From an optimization exercise on the open Yosys and OpenROAD flow, aimed at small area and a short achievable clock period; shortcuts taken in it are not production practice.
The RTL was checked by simulation tests, not by an equivalence proof against the original design.
Power figures rest on the tool's default switching activity, not on a simulated workload.

==> run a: inputs <==
Design nn_param_loader, start of the top module:
module nn_param_loader #(
  parameter int DW    = nn_pkg::DW_DEF,
  parameter int DEPTH = nn_pkg::DEPTH_DEF,
  parameter int CW    = $clog2(DEPTH) + 1
) (
  input  logic          clk,
  input  logic          rst_n,
  input  logic [DW-1:0] s_data,
  input  logic          s_is_bias,
  input  logic          s_valid,
  output logic          s_ready,
  input  logic          run_req,
  input  logic          flush,
  input  logic [5:0]    nl_first,
  input  logic          weight_en,
  input  logic          bias_en,
  input  logic          tot_complete,
  output logic [DW-1:0] wt_in,
  output logic [DW-1:0] bias_in,
  output logic          start,
  output logic          busy,
  output logic [CW-1:0] wt_count,
  output logic [CW-1:0] bias_count,
  output logic          underflow
);
==> module nn_sync_fifo, before the edit <==
module nn_sync_fifo #(
  parameter int DW    = 16,
  parameter int DEPTH = 64,
  parameter int CW    = $clog2(DEPTH) + 1
) (
  input  logic          clk,
  input  logic          rst_n,
  input  logic          flush,
  input  logic          wr_en,
  input  logic [DW-1:0] wr_data,
  input  logic          rd_en,
  output logic [DW-1:0] rd_data,
  output logic [CW-1:0] count,
  output logic          full,
  output logic          empty
);
  logic [DW-1:0] body [0:DEPTH-2];
  logic [DW-1:0] head_reg;
  logic [DW-1:0] head_next;
  logic [DW-1:0] second;
  logic [CW-1:0] count_reg;
  logic          do_wr;
  logic          do_rd;
  assign full  = (count_reg == CW'(DEPTH));
  assign empty = (count_reg == '0);
  assign count = count_reg;
  assign do_wr = wr_en && !full  && !flush;
  assign do_rd = rd_en && !empty && !flush;
  assign rd_data = head_reg;
  always_ff @(posedge clk) begin
    if (do_wr) begin
      body[0] <= wr_data;
      for (int i = 1; i < DEPTH - 1; i++) begin
        body[i] <= body[i-1];
      end
    end
  end
  always_comb begin
    second = '0;
    for (int i = 0; i < DEPTH - 1; i++) begin
      if (count_reg == CW'(i + 2)) second = second | body[i];
    end
  end
  always_comb begin
    if (do_rd) begin
      head_next = second | ((do_wr && count_reg == CW'(1)) ? wr_data : '0);
    end else if (do_wr && empty) begin
      head_next = wr_data;
    end else begin
      head_next = head_reg;
    end
  end
  always_ff @(posedge clk or negedge rst_n) begin
    if (!rst_n) begin
      head_reg  <= '0;
      count_reg <= '0;
    end else if (flush) begin
      head_reg  <= '0;
      count_reg <= '0;
    end else begin
      head_reg <= head_next;
      if (do_wr && !do_rd) begin
        count_reg <= count_reg + 1'b1;
      end else if (do_rd && !do_wr) begin
        count_reg <= count_reg - 1'b1;
      end
    end
  end
endmodule
==> module nn_param_loader, before the edit <==
module nn_param_loader #(
  parameter int DW    = nn_pkg::DW_DEF,
  parameter int DEPTH = nn_pkg::DEPTH_DEF,
  parameter int CW    = $clog2(DEPTH) + 1
) (
  input  logic          clk,
  input  logic          rst_n,
  input  logic [DW-1:0] s_data,
  input  logic          s_is_bias,
  input  logic          s_valid,
  output logic          s_ready,
  input  logic          run_req,
  input  logic          flush,
  input  logic [5:0]    nl_first,
  input  logic          weight_en,
  input  logic          bias_en,
  input  logic          tot_complete,
  output logic [DW-1:0] wt_in,
  output logic [DW-1:0] bias_in,
  output logic          start,
  output logic          busy,
  output logic [CW-1:0] wt_count,
  output logic [CW-1:0] bias_count,
  output logic          underflow
);
  logic      wt_full, wt_empty;
  logic      bias_full, bias_empty;
  logic      wt_push, bias_push;
  logic      fill_done;
  logic      pop_empty;
  nn_pkg::ld_state_t state_reg, state_next;
  logic      start_reg, start_next;
  logic      underflow_reg;
  assign s_ready   = s_is_bias ? !bias_full : !wt_full;
  assign wt_push   = s_valid && !s_is_bias && !wt_full;
  assign bias_push = s_valid &&  s_is_bias && !bias_full;
  nn_sync_fifo #(.DW(DW), .DEPTH(DEPTH), .CW(CW)) u_wt_fifo (
    .clk     (clk),
    .rst_n   (rst_n),
    .flush   (flush),
    .wr_en   (wt_push),
    .wr_data (s_data),
    .rd_en   (weight_en),
    .rd_data (wt_in),
    .count   (wt_count),
    .full    (wt_full),
    .empty   (wt_empty)
  );
  nn_sync_fifo #(.DW(DW), .DEPTH(DEPTH), .CW(CW)) u_bias_fifo (
    .clk     (clk),
    .rst_n   (rst_n),
    .flush   (flush),
    .wr_en   (bias_push),
    .wr_data (s_data),
    .rd_en   (bias_en),
    .rd_data (bias_in),
    .count   (bias_count),
    .full    (bias_full),
    .empty   (bias_empty)
  );
  assign fill_done = (32'(wt_count)   >= 32'(nn_pkg::fill_threshold(nl_first))) &&
                     (32'(bias_count) >= 32'(nn_pkg::fill_threshold(nl_first)));
  assign pop_empty = (weight_en && wt_empty) || (bias_en && bias_empty);
  always_comb begin
    state_next = state_reg;
    start_next = 1'b0;
    if (flush) begin
      state_next = nn_pkg::IDLE;
    end else begin
      unique case (state_reg)
        nn_pkg::IDLE: if (run_req) state_next = nn_pkg::FILL;
        nn_pkg::FILL: begin
          if (fill_done) begin
            state_next = nn_pkg::RUN;
            start_next = 1'b1;
          end
        end
        nn_pkg::RUN:  if (tot_complete) state_next = nn_pkg::IDLE;
        default: state_next = nn_pkg::IDLE;
      endcase
    end
  end
  always_ff @(posedge clk or negedge rst_n) begin
    if (!rst_n) begin
      state_reg <= nn_pkg::IDLE;
      start_reg <= 1'b0;
    end else begin
      state_reg <= state_next;
      start_reg <= start_next;
    end
  end
  always_ff @(posedge clk or negedge rst_n) begin
    if (!rst_n) begin
      underflow_reg <= 1'b0;
    end else if (flush) begin
      underflow_reg <= 1'b0;
    end else if (pop_empty) begin
      underflow_reg <= 1'b1;
    end
  end
  assign start     = start_reg;
  assign busy      = (state_reg != nn_pkg::IDLE);
  assign underflow = underflow_reg;
endmodule
clock: 6.0 ns
lec_check: 0
cap_margin: 20
core_margin: 2
core_utilization: 40
slew_margin: 20
run.sh (not shown) runs the stock make flow with config.mk's settings and CLKGATE_MAP_FILE= SYNTH_SCRIPT=/design/flow/synth_recipe.tcl, a recipe that flattens the netlist after the stock synthesis.
==> run b: changes against run a <==
--- a/flow/design.v
+++ b/flow/design.v
@@ -7,7 +7,7 @@
   typedef enum logic [1:0] {
     IDLE = 2'd0,
     FILL = 2'd1,
-    RUN  = 2'd2
+    RUN  = 2'd3
   } ld_state_t;
   function automatic logic [6:0] fill_threshold(input logic [5:0] nl);
     fill_threshold = (nl == 6'd0) ? 7'd1 : {1'b0, nl};
@@ -29,17 +29,27 @@
   output logic          full,
   output logic          empty
 );
-  logic [DW-1:0] body [0:DEPTH-2];
+  localparam int AW = CW - 1;           
+  localparam int LW = AW / 2;           
+  localparam int HW = AW - LW;          
+  localparam int NL = 1 << LW;
+  localparam int NH = 1 << HW;
+  logic [DW-1:0] body [DEPTH-1];
   logic [DW-1:0] head_reg;
   logic [DW-1:0] head_next;
   logic [DW-1:0] second;
-  logic [CW-1:0] count_reg;
+  logic [CW-1:0] count_reg;             
+  logic [CW-1:0] count_out;             
+  logic          full_out;              
+  logic [CW-1:0] count_next;
+  logic [NL-1:0] sel_lo;                
+  logic [NH:0]   sel_hi;                
   logic          do_wr;
   logic          do_rd;
-  assign full  = (count_reg == CW'(DEPTH));
   assign empty = (count_reg == '0);
-  assign count = count_reg;
-  assign do_wr = wr_en && !full  && !flush;
+  assign count = count_out;
+  assign full  = full_out;
+  assign do_wr = wr_en && !count_reg[CW-1] && !flush;
   assign do_rd = rd_en && !empty && !flush;
   assign rd_data = head_reg;
   always_ff @(posedge clk) begin
@@ -51,9 +61,46 @@
     end
   end
   always_comb begin
+    count_next = count_reg;
+    if (flush) begin
+      count_next = '0;
+    end else if (do_wr && !do_rd) begin
+      count_next = count_reg + 1'b1;
+    end else if (do_rd && !do_wr) begin
+      count_next = count_reg - 1'b1;
+    end
+  end
+  localparam logic [NL-1:0] LO_RST = NL'(1) << (NL - 2);    
+  localparam logic [NH:0]   HI_RST = (NH + 1)'(1);
+  logic count_up, count_down;
+  assign count_up   = do_wr && !do_rd;
+  assign count_down = do_rd && !do_wr;
+  always_ff @(posedge clk or negedge rst_n) begin
+    if (!rst_n) begin
+      sel_lo <= LO_RST;
+      sel_hi <= HI_RST;
+    end else if (flush) begin
+      sel_lo <= LO_RST;
+      sel_hi <= HI_RST;
+    end else if (count_up) begin
+      sel_lo <= {sel_lo[NL-2:0], sel_lo[NL-1]};
+      if (sel_lo[NL-1]) sel_hi <= {sel_hi[NH-1:0], 1'b0};
+    end else if (count_down) begin
+      sel_lo <= {sel_lo[0], sel_lo[NL-1:1]};
+      if (sel_lo[0]) sel_hi <= {1'b0, sel_hi[NH:1]};
+    end
+  end
+  always_comb begin
+    logic [DW-1:0] grp;
     second = '0;
-    for (int i = 0; i < DEPTH - 1; i++) begin
-      if (count_reg == CW'(i + 2)) second = second | body[i];
+    for (int j = 0; j < NH; j++) begin
+      grp = '0;
+      for (int k = 0; k < NL; k++) begin
+        if (j * NL + k < DEPTH - 1) begin
+          grp = grp | ({DW{sel_lo[k]}} & body[j * NL + k]);
+        end
+      end
+      second = second | ({DW{sel_hi[j+1]}} & grp);
     end
   end
   always_comb begin
@@ -69,16 +116,13 @@
     if (!rst_n) begin
       head_reg  <= '0;
       count_reg <= '0;
-    end else if (flush) begin
-      head_reg  <= '0;
-      count_reg <= '0;
-    end else begin
-      head_reg <= head_next;
-      if (do_wr && !do_rd) begin
-        count_reg <= count_reg + 1'b1;
-      end else if (do_rd && !do_wr) begin
-        count_reg <= count_reg - 1'b1;
-      end
+      count_out <= '0;
+      full_out  <= 1'b0;
+    end else begin
+      head_reg  <= flush ? '0 : head_next;
+      count_reg <= count_next;
+      count_out <= count_next;
+      full_out  <= count_next[CW-1];
     end
   end
 endmodule
@@ -183,6 +227,6 @@
     end
   end
   assign start     = start_reg;
-  assign busy      = (state_reg != nn_pkg::IDLE);
+  assign busy      = state_reg[0];
   assign underflow = underflow_reg;
 endmodule
Settings changed: CTS_CLUSTER_DIAMETER from default to 100, CTS_CLUSTER_SIZE from default to 24, SETUP_SLACK_MARGIN from default to 3.2.
==> PnR_summary.wiki <==
{| class="wikitable"
! Metric !! Value
|-
| Result of the run || finished clean
|-
| Area share of and/or/nand/nor cells after synthesis || under 10%
|-
| Worst clock skew || 0.0318 ns
|-
| Post-synth cell types || 93
|-
| Power dissipated in combinational cells || 5.46 mW
|-
| Clock network power || roughly 13 mW
|-
| Buffers inserted by post-CTS timing repair || 0
|-
| DRC marker count from the first detailed-route iteration || approximately 10,000
|-
| Multiplexer share of the synthesized area || 0.721%
|-
| Inserted Clock Buffers || 198
|-
| Stages on the worst setup path || 5
|-
| Die Span Y || 440 um
|-
| Vias after detailed routing || 48,469
|-
| Nature of the critical path startpoint || flip-flop
|-
| Setup repair after global routing missed its margin || false
|-
| Average cell area after synthesis || ~19 um2
|}
Source of the figures above: run a

==> PnR_summary.wiki <==
{| class="wikitable"
! Metric !! Value
|-
| Result of the run || finished clean
|-
| Multiplexer share of the synthesized area || less than 1%
|-
| Inserted Clock Buffers || 97
|-
| Clock network power || 7.64 mW
|-
| Worst clock skew || 0.0448 ns
|-
| Die Span Y || 441 um
|-
| DRC marker count from the first detailed-route iteration || 6,140
|-
| Average cell area after synthesis || between 15 and 20 um2
|-
| Buffers inserted by post-CTS timing repair || 52
|-
| Nature of the critical path startpoint || input pin
|-
| Post-synth cell types || 67
|-
| Area share of and/or/nand/nor cells after synthesis || 2.72%
|-
| Power dissipated in combinational cells || ~4.0 mW
|-
| Setup repair after global routing missed its margin || true
|}
Source of the figures above: run b

static timing again, ports no longer ideal:
The results above use ideal ports. As a check the final layouts listed here were re-extracted and re-timed, cells and wires unchanged. Step 1 assumes that a clkbuf_16 drives the clock port and a buf_2 every other input. Step 2 adds t to the input delays and takes it off the output delays; t is the mean of the earliest and latest rising clock arrival at the registers after step 1. Input paths then give back, and output paths get back, about the clock's delay inside the block. a / b / c = ideal / step 1 / step 2; a / b = the first two.
run | shift t [ns] | setup slack, ns | clock arrival spread, ns
run a | 0.941 | 1.415 / 1.326 / 1.423 | 0.041 / 0.042
run b | 0.819 | 2.943 / 2.723 / 2.194 | 0.058 / 0.057
After both steps every run listed still meets setup and hold. For run b, which loses most, drivers alone change the setup slack by -0.220 ns; drivers and shift together by -0.749 ns.
